Context: an optimization exercise on an open-source flow, tuned for small area, a short achievable clock period and few clock cycles per item. The choices shown serve that exercise and are no tape-out recipe. At most, simulation tests tie the RTL to the original design; equivalence was not proved.

main:
==> flow/design.v <==
module xtea_core (
    input  logic         clock,
    input  logic         reset_n,
    input  logic         in_valid,
    output logic         in_ready,
    input  logic         mode,
    input  logic [31:0]  data_in1,
    input  logic [31:0]  data_in2,
    input  logic [127:0] key_in,
    output logic         out_valid,
    input  logic         out_ready,
    output logic [31:0]  data_out1,
    output logic [31:0]  data_out2,
    output logic         busy
);
    localparam logic [31:0] DELTA   = 32'h9E3779B9;
    localparam logic [31:0] SUM_DEC = 32'hC6EF3720;
    logic         prep;     
    logic         run;      
    logic         full;     
    logic         ph;       
    logic         mode_q;
    logic [31:0]  x;
    logic [31:0]  y;
    logic [31:0]  sum;      
    logic [31:0]  kk;       
    logic [127:0] key_q;
    logic         idle;
    logic         accept;
    logic         last;
    logic         fin_dec;
    logic [1:0]   idx;
    logic [31:0]  kw;
    logic [31:0]  mx;
    logic [31:0]  y_new;
    function automatic logic [31:0] add_bk(input logic [31:0] a, input logic [31:0] b,
                                           input logic cin);
        logic [32:0] gg;
        logic [32:0] pp;
        logic [31:0] p;
        p  = a ^ b;
        gg = {a & b, cin};
        pp = {p, 1'b0};
        for (int d = 1; d < 33; d = d * 2) begin
            for (int i = 2 * d - 1; i < 33; i = i + 2 * d) begin
                gg[i] = gg[i] | (pp[i] & gg[i - d]);
                pp[i] = pp[i] & pp[i - d];
            end
        end
        for (int d = 16; d >= 1; d = d / 2) begin
            for (int i = 3 * d - 1; i < 33; i = i + 2 * d) begin
                gg[i] = gg[i] | (pp[i] & gg[i - d]);
                pp[i] = pp[i] & pp[i - d];
            end
        end
        add_bk = p ^ gg[31:0];
    endfunction
    assign idle      = !prep && !run;
    assign in_ready  = idle && (!full || out_ready);
    assign accept    = in_valid && in_ready;
    assign out_valid = full;
    assign busy      = prep || run || full;
    assign idx = (ph ^ mode_q) ? sum[12:11] : sum[1:0];
    always_comb begin
        case (idx)
            2'd0:    kw = key_q[127:96];
            2'd1:    kw = key_q[95:64];
            2'd2:    kw = key_q[63:32];
            default: kw = key_q[31:0];
        endcase
    end
    assign mx    = add_bk((y << 4) ^ (y >> 5), y, 1'b0);
    assign y_new = add_bk(x, mx ^ kk, mode_q);
    assign last    = !ph && !(sum[0] || sum[1] || sum[20]);
    assign fin_dec = last && mode_q;
    always_ff @(posedge clock or negedge reset_n) begin
        if (!reset_n) begin
            prep <= 1'b0;
            run  <= 1'b0;
            full <= 1'b0;
        end else begin
            prep <= accept;
            if (prep) begin
                run <= 1'b1;
            end else if (run && last) begin
                run <= 1'b0;
            end
            if (run && last) begin
                full <= 1'b1;
            end else if (out_ready) begin
                full <= 1'b0;
            end
        end
    end
    always_ff @(posedge clock) begin
        if (accept) begin
            x      <= data_in1;
            y      <= data_in2;
            mode_q <= mode;
        end else if (prep) begin
            if (mode_q) begin
                x <= y;
                y <= x;
            end
        end else if (run) begin
            x <= fin_dec ? y_new : y;
            if (!fin_dec) y <= y_new;
        end
        if (idle) begin
            key_q <= key_in;
            sum   <= mode ? SUM_DEC : 32'd0;
            ph    <= 1'b0;
        end else begin
            ph <= !ph;
            if (!ph) sum <= add_bk(sum, mode_q ? -DELTA : DELTA, 1'b0);
        end
        kk <= add_bk(sum, kw, 1'b0) ^ {32{mode_q}};
    end
    assign data_out1 = x;
    assign data_out2 = y;
endmodule
clock: 12.0 ns
lec_check: 0
cap_margin: 20
core_margin: 2
core_utilization: 40
slew_margin: 20
run.sh (not shown) runs the stock make flow with config.mk's settings and CLKGATE_MAP_FILE= SYNTH_SCRIPT=/design/flow/synth_recipe.tcl, a recipe that flattens the netlist after the stock synthesis.
For the feature branch, these inputs were changed with respect to main:
-- flow/design.v --
<<< main, line 70
        endcase
    end
    assign mx    = add_bk((y << 4) ^ (y >> 5), y, 1'b0);
    assign y_new = add_bk(x, mx ^ kk, mode_q);
    assign last    = !ph && !(sum[0] || sum[1] || sum[20]);
    assign fin_dec = last && mode_q;
>>> the feature branch, line 70
        endcase
    end
    assign mx    = ((y << 4) ^ (y >> 5)) + y;
    assign y_new = x + (mx ^ kk) + {31'd0, mode_q};
    assign last    = !ph && !(sum[0] || sum[1] || sum[20]);
    assign fin_dec = last && mode_q;
==> run summary <==
- In the metrics for the feature branch and main, the one carrying the higher layout-stage area growth over the synthesis result is the feature branch.
- Compared with main, in the feature branch final cell area excluding filler cells increased 510 um^2; total routed wirelength increased 5.4%; first-iteration DRC count increased 167; die area increased about 2%.
- Going from main to the feature branch, highest cell delay on the worst timing path grows by 0.02 ns.
- Routing usage on met1: the feature branch > main
- When the feature branch is measured against main, its global-route usage over all layers turns out 0.62 points higher.
- Gate count of the mapped netlist: the feature branch vs main up 102
- The feature branch: die extent in x 1.0% above main
- main has a higher sequential share of cell area than the feature branch.
No run of this note included a check of the RTL's function; only the layout flow was run.

* * *

Another version of the RTL of xtea_core (not shown whole).
Size: ~1,600 cells after synthesis, roughly 260 I/O pins.
// xtea_core
module xtea_core (
    input  logic         clock,
    input  logic         reset_n,
    input  logic         in_valid,
    output logic         in_ready,
    input  logic         mode,
    input  logic [31:0]  data_in1,
    input  logic [31:0]  data_in2,
    input  logic [127:0] key_in,
    output logic         out_valid,
    input  logic         out_ready,
    output logic [31:0]  data_out1,
    output logic [31:0]  data_out2,
    output logic         busy
);
==> module xtea_core, before the edit <==
module xtea_core (
    input  logic         clock,
    input  logic         reset_n,
    input  logic         in_valid,
    output logic         in_ready,
    input  logic         mode,
    input  logic [31:0]  data_in1,
    input  logic [31:0]  data_in2,
    input  logic [127:0] key_in,
    output logic         out_valid,
    input  logic         out_ready,
    output logic [31:0]  data_out1,
    output logic [31:0]  data_out2,
    output logic         busy
);
    localparam logic [31:0] DELTA   = 32'h9E3779B9;
    logic         prep;     
    logic         post;     
    logic         run;      
    logic         full;     
    logic         nrdy_a;   
    logic         rdy_b;    
    logic         ph;       
    logic         mode_q;
    logic [31:0]  x;
    logic [31:0]  y;
    logic [5:0]   n;        
    logic [31:0]  kk;       
    logic [127:0] key_q;
    logic         idle;
    logic         prep_nx;
    logic         run_nx;
    logic         post_nx;
    logic         full_nx;
    logic         idle_nx;
    logic         accept;
    logic         last;
    logic [1:0]   idx;      
    logic [5:0]   n_nx;
    logic         ph_nx;
    logic [1:0]   idx_nx;
    logic [31:0]  sum;      
    logic [31:0]  sums [33];
    logic [31:0]  kw;
    logic [31:0]  mx;
    logic [31:0]  y_new;
    function automatic logic [31:0] add_bk(input logic [31:0] a, input logic [31:0] b,
                                           input logic cin);
        logic [32:0] gg;
        logic [32:0] pp;
        logic [31:0] p;
        p  = a ^ b;
        gg = {a & b, cin};
        pp = {p, 1'b0};
        for (int d = 1; d < 33; d = d * 2) begin
            for (int i = 2 * d - 1; i < 33; i = i + 2 * d) begin
                gg[i] = gg[i] | (pp[i] & gg[i - d]);
                pp[i] = pp[i] & pp[i - d];
            end
        end
        for (int d = 16; d >= 1; d = d / 2) begin
            for (int i = 3 * d - 1; i < 33; i = i + 2 * d) begin
                gg[i] = gg[i] | (pp[i] & gg[i - d]);
                pp[i] = pp[i] & pp[i - d];
            end
        end
        add_bk = p ^ gg[31:0];
    endfunction
    assign idle      = !prep && !run && !post;
    assign in_ready  = !nrdy_a || (rdy_b && out_ready);
    assign accept    = in_valid && in_ready;
    assign out_valid = full;
    assign busy      = prep || run || post || full;
    for (genvar i = 0; i < 33; i++) begin : g_sum
        assign sums[i] = 32'(i * DELTA);
    end
    assign sum = sums[n];
    always_comb begin
        if (idle) begin
            n_nx   = mode ? 6'd32 : 6'd0;
            ph_nx  = 1'b0;
            idx_nx = mode ? sums[32][12:11] : sums[0][1:0];
        end else begin
            n_nx   = ph ? n : (mode_q ? n - 6'd1 : n + 6'd1);
            ph_nx  = !ph;
            idx_nx = (ph_nx ^ mode_q) ? sums[n_nx][12:11] : sums[n_nx][1:0];
        end
    end
    always_comb begin
        case (idx)
            2'd0:    kw = key_q[127:96];
            2'd1:    kw = key_q[95:64];
            2'd2:    kw = key_q[63:32];
            default: kw = key_q[31:0];
        endcase
    end
    assign mx    = ((y << 4) ^ (y >> 5)) + y;
    assign y_new = x + (mx ^ kk) + {31'd0, mode_q};
    assign last    = !ph && (mode_q ? (n == 6'd0) : n[5]);
    assign prep_nx = accept;
    assign run_nx  = prep || (run && !last);
    assign post_nx = run && last && mode_q;
    assign full_nx = (run && last && !mode_q) || post || (full && !out_ready);
    assign idle_nx = !prep_nx && !run_nx && !post_nx;
    always_ff @(posedge clock or negedge reset_n) begin
        if (!reset_n) begin
            prep   <= 1'b0;
            run    <= 1'b0;
            post   <= 1'b0;
            full   <= 1'b0;
            nrdy_a <= 1'b0;
            rdy_b  <= 1'b0;
        end else begin
            prep   <= prep_nx;
            run    <= run_nx;
            post   <= post_nx;
            full   <= full_nx;
            nrdy_a <= !(idle_nx && !full_nx);
            rdy_b  <= idle_nx && full_nx;
        end
    end
    always_ff @(posedge clock) begin
        if (accept) begin
            x      <= data_in1;
            y      <= data_in2;
            mode_q <= mode;
        end else if ((prep && mode_q) || post) begin
            x <= y;
            y <= x;
        end else if (run) begin
            x <= y;
            y <= y_new;
        end
        if (idle) key_q <= key_in;
        n   <= n_nx;
        ph  <= ph_nx;
        idx <= idx_nx;
        kk <= add_bk(sum, kw, 1'b0) ^ {32{mode_q}};
    end
    assign data_out1 = x;
    assign data_out2 = y;
endmodule
clock: 12.0 ns
lec_check: 0
cap_margin: 20
core_margin: 2
core_utilization: 40
slew_margin: 20
standard.sh (not shown) runs the stock make flow with config.mk's settings and CLKGATE_MAP_FILE= SYNTH_SCRIPT=/design/flow/synth_recipe.tcl, a recipe that flattens the netlist after the stock synthesis.
==> flow/flow/run.sh <==
#!/bin/bash
# Layout flow: the standard flow with these changes:
# - synthesis: the standard flow's synthesis script (flow/synth.tcl) with ABC mapping by flow/map.abc,
#   run into syn/; its netlist is then handed to the standard flow as SYNTH_NETLIST_FILES;
# - the ports are buffered by the smallest buffer cell (buf_1);
# - clock tree synthesis adds no dummy loads and uses clkbuf_8;
# - timing repair aims at a setup slack of SETUP_SLACK_MARGIN.
# Logs: synth.log (synthesis make output), flow.log (the standard flow's make output), and
# ORFS's per-step logs under syn/logs and orfs/logs.
set -euo pipefail
here=$(pwd)
export FLOW_ABC_SCRIPT=$here/flow/map.abc
make -C "$FLOW_HOME" DESIGN_CONFIG="$here/config.mk" WORK_HOME="$here/syn" CLKGATE_MAP_FILE= \
  SYNTH_SCRIPT="$here/flow/synth.tcl" synth > synth.log 2>&1
export SYNTH_NETLIST_FILES=$here/syn/results/$FLOW_PLATFORM/xtea_core/base/1_2_yosys.v
export BUFFER_PORTS_ARGS="-buffer_cell sky130_fd_sc_hd__buf_1"
export CTS_ARGS="-sink_clustering_enable -repair_clock_nets -dont_use_dummy_load -buf_list {sky130_fd_sc_hd__clkbuf_8} -sink_clustering_size 14 -sink_clustering_max_diameter 80"
export SETUP_SLACK_MARGIN=6.8
bash standard.sh > flow.log 2>&1
==> flow/flow/map.abc <==
&get -n
&st
&dch
&nf {D}
&put
buffer
upsize {D}
dnsize {D}
==> flow/flow/synth.tcl <==
# The standard flow's synthesis script (synth_recipe.tcl) with one change: Yosys's abc calls map the logic
# with the ABC script named by $::env(FLOW_ABC_SCRIPT) instead of ORFS's abc_speed.script.
proc synth {args} { yosys synth -nofsm -noshare {*}$args }
proc abc {args} {
  set i [lsearch -exact $args -script]
  if {$i >= 0} {
    set args [lreplace $args $i [expr {$i + 1}] -script $::env(FLOW_ABC_SCRIPT)]
  }
  yosys abc {*}$args
}
source $::env(SCRIPTS_DIR)/synth.tcl
# left out here: clear keep_hierarchy, flatten, clean up, hide names made inside functions, write 1_2_yosys.v
==> next run, changes <==
--- a/flow/design.v
+++ b/flow/design.v
@@ -14,9 +14,8 @@
     output logic         busy
 );
     localparam logic [31:0] DELTA   = 32'h9E3779B9;
     logic         prep;     
-    logic         post;     
     logic         run;      
     logic         full;     
     logic         nrdy_a;   
     logic         rdy_b;    
@@ -29,13 +28,13 @@
     logic [127:0] key_q;
     logic         idle;
     logic         prep_nx;
     logic         run_nx;
-    logic         post_nx;
     logic         full_nx;
     logic         idle_nx;
     logic         accept;
     logic         last;
+    logic         fin_dec;
     logic [1:0]   idx;      
     logic [5:0]   n_nx;
     logic         ph_nx;
     logic [1:0]   idx_nx;
@@ -65,13 +64,13 @@
             end
         end
         add_bk = p ^ gg[31:0];
     endfunction
-    assign idle      = !prep && !run && !post;
+    assign idle      = !prep && !run;
     assign in_ready  = !nrdy_a || (rdy_b && out_ready);
     assign accept    = in_valid && in_ready;
     assign out_valid = full;
-    assign busy      = prep || run || post || full;
+    assign busy      = prep || run || full;
     for (genvar i = 0; i < 33; i++) begin : g_sum
         assign sums[i] = 32'(i * DELTA);
     end
     assign sum = sums[n];
@@ -96,25 +95,23 @@
     end
     assign mx    = ((y << 4) ^ (y >> 5)) + y;
     assign y_new = x + (mx ^ kk) + {31'd0, mode_q};
     assign last    = !ph && (mode_q ? (n == 6'd0) : n[5]);
+    assign fin_dec = last && mode_q;
     assign prep_nx = accept;
     assign run_nx  = prep || (run && !last);
-    assign post_nx = run && last && mode_q;
-    assign full_nx = (run && last && !mode_q) || post || (full && !out_ready);
-    assign idle_nx = !prep_nx && !run_nx && !post_nx;
+    assign full_nx = (run && last) || (full && !out_ready);
+    assign idle_nx = !prep_nx && !run_nx;
     always_ff @(posedge clock or negedge reset_n) begin
         if (!reset_n) begin
             prep   <= 1'b0;
             run    <= 1'b0;
-            post   <= 1'b0;
             full   <= 1'b0;
             nrdy_a <= 1'b0;
             rdy_b  <= 1'b0;
         end else begin
             prep   <= prep_nx;
             run    <= run_nx;
-            post   <= post_nx;
             full   <= full_nx;
             nrdy_a <= !(idle_nx && !full_nx);
             rdy_b  <= idle_nx && full_nx;
         end
@@ -123,14 +120,16 @@
         if (accept) begin
             x      <= data_in1;
             y      <= data_in2;
             mode_q <= mode;
-        end else if ((prep && mode_q) || post) begin
-            x <= y;
-            y <= x;
+        end else if (prep) begin
+            if (mode_q) begin
+                x <= y;
+                y <= x;
+            end
         end else if (run) begin
-            x <= y;
-            y <= y_new;
+            x <= fin_dec ? y_new : y;
+            if (!fin_dec) y <= y_new;
         end
         if (idle) key_q <= key_in;
         n   <= n_nx;
         ph  <= ph_nx;
What happened: The new run finished clean; setup slack gains 0.025 ns; clock skew went down by 0.053 ns; wire length went up by about 6%; die area went up by 1.1%; cell area went up by 0.77%; area after synthesis went up by about 1.1%; clock-buffer cell count went down by 1; synthesized cell count went up by 3.0%; maximum frequency went up by 0.50%; non-clock buffer count went down by 1.
Testbench counts after the change, summed over its fixed seeds: cycles 25,352, items 384.
Function not checked in the first run of this note: the RTL went through the layout flow alone.

what the ideal ports hide:
How much do the figures lean on ideal ports? The routed layouts below were timed once more, with nothing changed but the port constraints. Step 1 assumes that a clkbuf_16 drives the clock port and a buf_2 every other input. Step 2 adds t to the input delays and takes it off the output delays; t is the mean of the earliest and latest rising clock arrival at the registers after step 1. Input paths then give back, and output paths get back, about the clock's delay inside the block. a / b / c = ideal / step 1 / step 2; a / b = the first two.
run	t (ns)	slack for setup (ns)	worst setup path after step 2	worst register clock-pin slew, ns	worst slew at a driven data input, ns
main	0.618	5.593 / 5.593 / 5.593	register to register	0.06 / 0.06	0.06
the feature branch	0.626	5.944 / 5.918 / 5.918	input to output	0.07 / 0.07	0.07
the first run of note 2	0.610	6.851 / 6.827 / 6.827	input to output	0.10 / 0.10	0.07
the second run of note 2	0.601	6.877 / 6.854 / 6.854	input to output	0.10 / 0.10	0.06
After both steps setup and hold are still met in every run listed. The setup slack of the feature branch, which loses most, moves by -0.026 ns with the drivers and by -0.026 ns with both steps.
